From an optimization exercise on the open Yosys and OpenROAD flow, aimed at small area, a short achievable clock period and few clock cycles per item; shortcuts taken in it are not production practice.
Function was checked by simulation only, so behaviour that the tests miss may differ from the original.
Power and IR drop assume default switching activity.

$ cat flow/config.mk
export PLATFORM = sky130hd
export DESIGN_NAME = iob_top
export DESIGN_NICKNAME = iob_top
export VERILOG_FILES = /design/flow/design.v
export SDC_FILE = /design/flow/constraint.sdc
export NUM_CORES = 4
export LEC_CHECK = 0
export CAP_MARGIN = 20
export CORE_MARGIN = 2
export CORE_UTILIZATION = 60
export CTS_CLUSTER_DIAMETER = 50
export CTS_CLUSTER_SIZE = 30
export SETUP_SLACK_MARGIN = 3.3
export SLEW_MARGIN = 20
export SYNTH_HIERARCHICAL = 1
export SYNTH_MEMORY_MAX_BITS = 8192
$ cat flow/constraint.sdc
create_clock -name core_clock -period 6.0 [get_ports {clk_sys}]
set_input_delay 1.2000 -clock core_clock [delete_from_list [all_inputs] [get_ports {clk_sys}]]
set_output_delay 1.2000 -clock core_clock [all_outputs]
set_load 0.01 [all_outputs]
$ cat flow/design.v
`timescale 1ns/1ps
`default_nettype none
module bus_mem (
	input  logic        clk_sys,
	input  logic [15:0] hi,
	input  logic [15:0] hiw,
	input  logic [15:0] lo,
	input  logic [15:0] wdata,
	output logic [15:0] rdata
);
	logic [15:0] mem [256];
	for (genvar w = 0; w < 256; w++) begin : g_word
		always_ff @(posedge clk_sys)
			if (hiw[w / 16] && lo[w % 16])
				mem[w] <= wdata;
	end
	for (genvar b = 0; b < 16; b++) begin : g_bit
		logic [15:0] row_n;  
		logic [3:0] quad;    
		logic [1:0] half_n;
		for (genvar r = 0; r < 16; r++) begin : g_row
			logic [5:0] t_n;
			logic [1:0] part;
			for (genvar j = 0; j < 5; j++) begin : g_tri
				rd_aoi222 u_tri (
					.a(lo[3 * j]), .b(mem[16 * r + 3 * j][b]),
					.c(lo[3 * j + 1]), .d(mem[16 * r + 3 * j + 1][b]),
					.e(lo[3 * j + 2]), .f(mem[16 * r + 3 * j + 2][b]),
					.y(t_n[j])
				);
			end
			rd_nand2 u_last (.a(lo[15]), .b(mem[16 * r + 15][b]), .y(t_n[5]));
			rd_nand3 u_part0 (.a(t_n[0]), .b(t_n[1]), .c(t_n[2]), .y(part[0]));
			rd_nand3 u_part1 (.a(t_n[3]), .b(t_n[4]), .c(t_n[5]), .y(part[1]));
			rd_oai21 u_row (.a(part[0]), .b(part[1]), .c(hi[r]), .y(row_n[r]));
		end
		for (genvar q = 0; q < 4; q++) begin : g_quad
			rd_nand4 u_quad (
				.a(row_n[4 * q]), .b(row_n[4 * q + 1]), .c(row_n[4 * q + 2]), .d(row_n[4 * q + 3]),
				.y(quad[q])
			);
		end
		rd_nor2 u_half0 (.a(quad[0]), .b(quad[1]), .y(half_n[0]));
		rd_nor2 u_half1 (.a(quad[2]), .b(quad[3]), .y(half_n[1]));
		rd_nand2 u_out (.a(half_n[0]), .b(half_n[1]), .y(rdata[b]));
	end
endmodule
module rd_aoi222 (
	input  logic a, b, c, d, e, f,
	output logic y
);
	assign y = !((a && b) || (c && d) || (e && f));
endmodule
module rd_nand3 (
	input  logic a, b, c,
	output logic y
);
	assign y = !(a && b && c);
endmodule
module rd_nand4 (
	input  logic a, b, c, d,
	output logic y
);
	assign y = !(a && b && c && d);
endmodule
module rd_oai21 (
	input  logic a, b, c,
	output logic y
);
	assign y = !((a || b) && c);
endmodule
module rd_nor2 (
	input  logic a, b,
	output logic y
);
	assign y = !(a || b);
endmodule
module rd_nand2 (
	input  logic a, b,
	output logic y
);
	assign y = !(a && b);
endmodule
`default_nettype wire
`timescale 1ns/1ps
`default_nettype none
module iob_top #(
	parameter int MEM_WORDS = 256
) (
	input  logic        clk_sys,
	input  logic        reset,
	input  logic        rx_req,
	input  logic [7:0]  rx_byte,
	output logic        rx_ack,
	output logic        tx_req,
	output logic [7:0]  tx_byte,
	input  logic        tx_ack,
	input  logic        loc_req,
	input  logic        loc_we,
	input  logic [15:0] loc_addr,
	input  logic [15:0] loc_wdata,
	output logic        loc_ack,
	output logic [15:0] loc_rdata,
	output logic [1:0]  loc_status
);
	logic [2:0]  rx_pos;     
	logic        c_ok;       
	logic        c_wr;       
	logic [7:0]  b_a1, b_ahi, b_alo;
	logic [15:0] b_d;        
	logic        fr_rdy;     
	logic [2:0]  tx_pos;     
	logic        t_ok;       
	logic        acc_link, acc_loc, acc_wen, acc_inr;
	logic [15:0] acc_hi, acc_hiw, acc_lo;
	logic [15:0] acc_wd;
	logic [15:0] mem_rdata, rd;
	logic        lk_rd;       
	logic        wgo;         
	logic [15:0] hiw_go;
	logic slot_free, take, take_last, loc_load, link5, ld_ok;
	logic f_inr, f_ok, l_inr;
	logic [7:0] a_sel;
	assign ld_ok = !acc_loc && !loc_ack;
	assign link5 = rx_req && !rx_ack && (rx_pos == 3'd5);
	assign slot_free = !fr_rdy || (tx_pos > rx_pos) || (tx_pos == rx_pos && tx_req && tx_ack);
	assign take = rx_req && !rx_ack && slot_free && (rx_pos != 3'd5 || ld_ok);
	assign take_last = take && (rx_pos == 3'd5);
	assign loc_load = loc_req && ld_ok && !link5;
	assign wgo = acc_wen && (acc_link || (loc_ack && !loc_req));
	assign hiw_go = wgo ? acc_hiw : 16'h0000;
	assign f_inr = (b_ahi == 8'h00);
	assign f_ok = c_ok && f_inr;
	assign l_inr = (loc_addr[15:8] == 8'h00);
	assign a_sel = link5 ? b_alo : loc_addr[7:0];
	always_ff @(posedge clk_sys) begin
		if (reset) begin
			rx_ack <= 1'b0;
			rx_pos <= 3'd0;
			tx_req <= 1'b0;
			tx_pos <= 3'd0;
			fr_rdy <= 1'b0;
			loc_ack <= 1'b0;
			acc_link <= 1'b0;
			acc_loc <= 1'b0;
		end else begin
			if (take) begin
				rx_ack <= 1'b1;
				rx_pos <= take_last ? 3'd0 : rx_pos + 3'd1;
			end else if (rx_ack && !rx_req)
				rx_ack <= 1'b0;
			if (tx_req) begin
				if (tx_ack) begin
					tx_req <= 1'b0;
					if (tx_pos == 3'd5) begin
						tx_pos <= 3'd0;
						fr_rdy <= 1'b0;
					end else
						tx_pos <= tx_pos + 3'd1;
				end
			end else if (fr_rdy && !tx_ack)
				tx_req <= 1'b1;
			if (take_last)
				fr_rdy <= 1'b1;
			acc_link <= take_last;
			acc_loc <= loc_load;
			if (acc_loc)
				loc_ack <= 1'b1;
			else if (loc_ack && !loc_req)
				loc_ack <= 1'b0;
		end
	end
	always_ff @(posedge clk_sys) begin
		if (take) begin
			case (rx_pos)
				3'd0: begin
					c_ok <= rx_byte[7] && (rx_byte[3:0] == 4'h2 || rx_byte[3:0] == 4'h3);
					c_wr <= rx_byte[3:0] == 4'h2;
				end
				3'd1: b_a1 <= rx_byte;
				3'd2: b_ahi <= rx_byte;
				3'd3: b_alo <= rx_byte;
				default: ;
			endcase
		end
		if (take && rx_pos == 3'd4)
			b_d[15:8] <= rx_byte;
		else if (lk_rd)
			b_d[15:8] <= rd[15:8];  
		if (take && rx_pos == 3'd5)
			b_d[7:0] <= rx_byte;
		else if (lk_rd)
			b_d[7:0] <= rd[7:0];
		if (take_last)
			t_ok <= f_ok;
	end
	always_ff @(posedge clk_sys) begin
		if (take_last) begin
			acc_lo <= 16'(1) << a_sel[3:0];
			acc_wd <= {b_d[15:8], rx_byte};
			acc_hi <= f_ok ? 16'(1) << a_sel[7:4] : 16'h0000;
			acc_hiw <= 16'(1) << a_sel[7:4];
			acc_wen <= f_ok && c_wr;
		end else if (loc_load) begin
			acc_lo <= 16'(1) << a_sel[3:0];
			acc_wd <= loc_wdata;
			acc_hi <= l_inr ? 16'(1) << a_sel[7:4] : 16'h0000;
			acc_hiw <= 16'(1) << a_sel[7:4];
			acc_wen <= l_inr && loc_we;
			acc_inr <= l_inr;
		end
	end
	always_ff @(posedge clk_sys)
		rd <= mem_rdata;
	assign loc_rdata = rd;
	always_ff @(posedge clk_sys) begin
		if (acc_loc)
			loc_status <= {!acc_inr, acc_inr};
		lk_rd <= acc_link && !acc_wen;
	end
	bus_mem bus_mem_inst (
		.clk_sys,
		.hi(acc_hi),
		.hiw(hiw_go),
		.lo(acc_lo),
		.wdata(acc_wd),
		.rdata(mem_rdata)
	);
	always_ff @(posedge clk_sys) begin
		if (!tx_req) begin
			case (tx_pos)
				3'd0: tx_byte <= {6'b000000, c_ok, !t_ok};
				3'd1: tx_byte <= b_a1;
				3'd2: tx_byte <= b_ahi;
				3'd3: tx_byte <= b_alo;
				3'd4: tx_byte <= b_d[15:8];
				default: tx_byte <= b_d[7:0];
			endcase
		end
	end
endmodule
`default_nettype wire
$ cat flow/run.sh
#!/bin/bash
# synth_recipe.tcl (not shown) runs the flow's synth.tcl, then flattens the netlist and writes it again
# the make line also repeats each setting of config.mk as NAME=value (left out here)
make -C /OpenROAD-flow-scripts/flow DESIGN_CONFIG=/design/flow/config.mk WORK_HOME=/design/flow/orfs CLKGATE_MAP_FILE= SYNTH_SCRIPT=/design/flow/synth_recipe.tcl finish
==> run summary <==
[synthesized netlist by cell type (3+ instances only)]
| master | count | area [um^2] |
|---|---|---|
| a211oi_1 | 6 | 45.0 |
| a21oi_1 | 10 | 50.1 |
| a221oi_1 | 6 | 52.6 |
| a222oi_1 | 1280 | 12800 |
| a31oi_1 | 9 | 56.3 |
| and2_1 | 275 | 1720 |
| buf_4 | 10 | 75.1 |
| buf_6 | 26 | 293 |
| clkbuf_1 | 14 | 52.6 |
| dfxtp_1 | 29 | 581 |
| edfxtp_1 | 4215 | 127000 |
| ha_1 | 9 | 113 |
| inv_1 | 13 | 48.8 |
| mux2_2 | 32 | 360 |
| nand2_1 | 288 | 1080 |
| nand2b_1 | 5 | 31.3 |
| nand3_1 | 532 | 2660 |
| nand4_1 | 65 | 407 |
| nor2_1 | 82 | 308 |
| nor2b_1 | 14 | 87.6 |
| nor2b_2 | 9 | 78.8 |
| nor3_1 | 3 | 15.0 |
| nor3b_1 | 8 | 60.1 |
| o21ai_0 | 17 | 85.1 |
| o21ai_1 | 256 | 1280 |
| o31ai_1 | 8 | 60.1 |
| o41ai_1 | 6 | 52.6 |
| or2_2 | 4 | 25.0 |
| or4_1 | 3 | 22.5 |
[layout make-up]
class,instances,share of cell area [%]
Sequential cell,4244,73.5
Multi-Input combinational cell,2955,13.6
Clock buffer,388,5.42
Timing Repair Buffer,340,3.00
Tap cell,3330,2.41
Clock inverter,279,2.01
Inverter,15,0.0462
Antenna cell,15,0.0217
Timing Repair inverter,1,0.00506
[per-stage QoR]
step                      std cells  total power, mW  worst slack [ns]
final                         11567             61.1              2.82
after global routing          11556             62.4              2.90
after CTS                     11522             61.2              3.04
after detailed placement      10740             36.2              1.64
after global placement        10739             36.2              1.66
after floorplan                7263             34.9             0.552
[flip-flops by register name, summed over array words and instances, names as in the netlist, 16 cells and up]
| register | cells |
|---|---|
| bus_mem_inst.mem | 4096 |
| rd | 16 |
| acc_hiw | 16 |
| b_d | 16 |
| acc_lo | 16 |
| acc_hi | 16 |
| acc_wd | 16 |
[report_power, final]
part	internal (mW)	leakage [nW]	switching (mW)
logic	0.837	9.15	2.48
clock network	13.0	6.22	12.0
registers	32.8	38.3	0.0926
total	46.6	53.6	14.6
[per-module statistics from Yosys, one instance, submodules excluded]
module     flops+latches  cell area [um^2]
rd_nand4               0              6.26
rd_nor2                0              3.75
iob_top              148              6210
rd_aoi222              0              10.0
bus_mem             4096            125000
rd_nand3               0              5.00
rd_oai21               0              5.00
rd_nand2               0              3.75
[routing by layer]
layer | up-vias | part of all wire [%] | GRT usage, %
li1 | 34170 | - | -
met1 | 42898 | 37 | 50.8
met2 | 5944 | 46 | 52.7
met3 | 757 | 12 | 6.14
met4 | 4 | 4.3 | 12.0
met5 | - | 0.0047 | 0
[worst paths after layout]
check,start,to,slack [ns]
min reg2reg,acc_inr,loc_status[0],0.49
max reg2reg,acc_lo[6],rd[5],2.82
max,acc_lo[6],rd[5],2.82
min,acc_inr,loc_status[0],0.49
[what timing repair did]
item                       4_1_cts  5_1_grt
gates cloned                    48        8
pin swaps                      286      149
setup buffers                   67       16
setup endpoints to repair     3465     1654
gates resized for setup        622      107
[logic make-up after synthesis]
kind of cell / after synthesis
flip-flops: 4244
XOR/XNOR: 1
multiplexers: 35
AO/OA/AOI/OAI: 1607
AND/OR/NAND/NOR: 1302
buffers and inverters: 65
adder cells (fa/ha/maj): 9
==> reports/qor.csv <==
metric;value;unit
synth_ff_type;edfxtp_1;
cts_made_buffers;369;
slew_headroom;15.3;%
grt_pass1_wl;604000;um
fin_util;69.8;%
drv_slew;0;
max_stage_delay;0.74;ns
h-tree-depth;5;
row_count;183;
synthMuxAreaShare;0.265;%
first_pass_iters;10;
synth_warnings;10;
gp_congestion;0.914;
wire_per_inst;38.4;um
max_freq;0.315;GHz
hold_path_depth;0;
drv_cap;0;
rsz0062_at_grt;true;
seqCellArea;127000;um^2
worstMarginPinSlew;1.27;ns
setup_violations;0;
grt_pass1_vias;77486;
coreArea;248000;um^2
ios;75;
clock_path_buffers;4;
start_util;60.2;%
port_buffers;74;
num_vias;83773;
synth-compound-area-share;9.76;%
finalInstanceArea;173000;um^2
status;timing/DRC/antenna clean;
syn-num-nets;7318;
leakagePower;53.6;nW
critical-path-slowest-cell;a222oi_1;
worstSkewPairLatency;0.99;ns
synthArstFlopShare;0;%
die_h;503;um
arrival;4.01;ns
routed_wl;445000;um
synth_edf_count;4215;
r2r_cells;9;
ys_seq_elements;4244;
synthAdderAreaFrac;0.0754;%
grt_overflow;0;
place_area;156000;um^2
ys_seq_area_share;85.1;%
grt_max_degree;154;
post-route-period-util;53.0;%
cp_max_fo;5;
hold_class;flip-flop to flip-flop;
fin_skew;0.0622;ns
area_growth;15.9;%
powerDensity;353;nW/um^2
via_per_inst;7.24;
syn_area_per_cell;20.6;um^2
synth-simple-area-share;4.43;%
grt.total_usage;34.5;%
whs;0.486;ns
nets;7981;
clk_root_buffer_cell;clkbuf_16;
syn-cell-area;149000;um^2
cp_top_family;simple AND/OR/NAND/NOR gates;
dpl.hpwl;231000;um
crit_chain;buf_6 -> buf_12 -> buf_16 -> a222oi_1 -> nand3_1 -> o21ai_2 -> nand4_1 -> nor2_4 -> nand2_1;
ctsHoldBuffers;0;
die_area;253000;um^2
layout_commonest_cell;edfxtp_1;
layout_common_cells;edfxtp_1, a222oi_1, nand3_1, clkbuf_16, nand2_1;
synth_cells;7263;
critPathKind;flip-flop to flip-flop;
start_kind;flip-flop;
drtAntennaViolNets;0;
ir_drop;343;uV
drc_errors;0;
cp.depth;9;
numClockSinks;4244;
synthXorXnorAreaFrac;0.00587;%
multi_input_comb_area;23600;um^2
path_clk_slew;0.07;ns
setup_tns;0;ns
drt_first_iter_violations;19173;
synth_top_family_by_area;compound AO/OA/AOI/OAI gates;
fill_cells;15424;
die_x;503;um
path_buf_inv;3;
drive_gt1_share;18.1;%
hold_violations;0;
grt_antenna_before_repair;30;
synth.distinct_cells;54;
worst_ep_required_time;6.83;ns
crit_path_end_kind;flip-flop;
cts_tree;yes;
period_minus_slack;3.18;ns
Testbench counts, summed over its fixed seeds: cycles 7,960, items 1,408.

-- what the ideal ports hide --
How much do the figures lean on ideal ports? The routed layout below was timed once more, with nothing changed but the port constraints.
Step 1 assumes that a clkbuf_16 drives the clock port and a buf_2 every other input.
Step 2 times the ports against the registers' clock, not the clock port: input delays grow and output delays shrink by t, the midpoint of the rising clock arrivals with the driver on.
a / b / c = ideal ports / drivers / drivers and shift; a / b = the first two.
shift t [ns]: 1.051
setup slack, ns: 2.821 / 2.821 / 2.083
worst setup path at the end: input to register
After both steps this run still meets setup and hold. For this run, drivers alone change the setup slack by 0.000 ns; drivers and shift together by -0.738 ns.
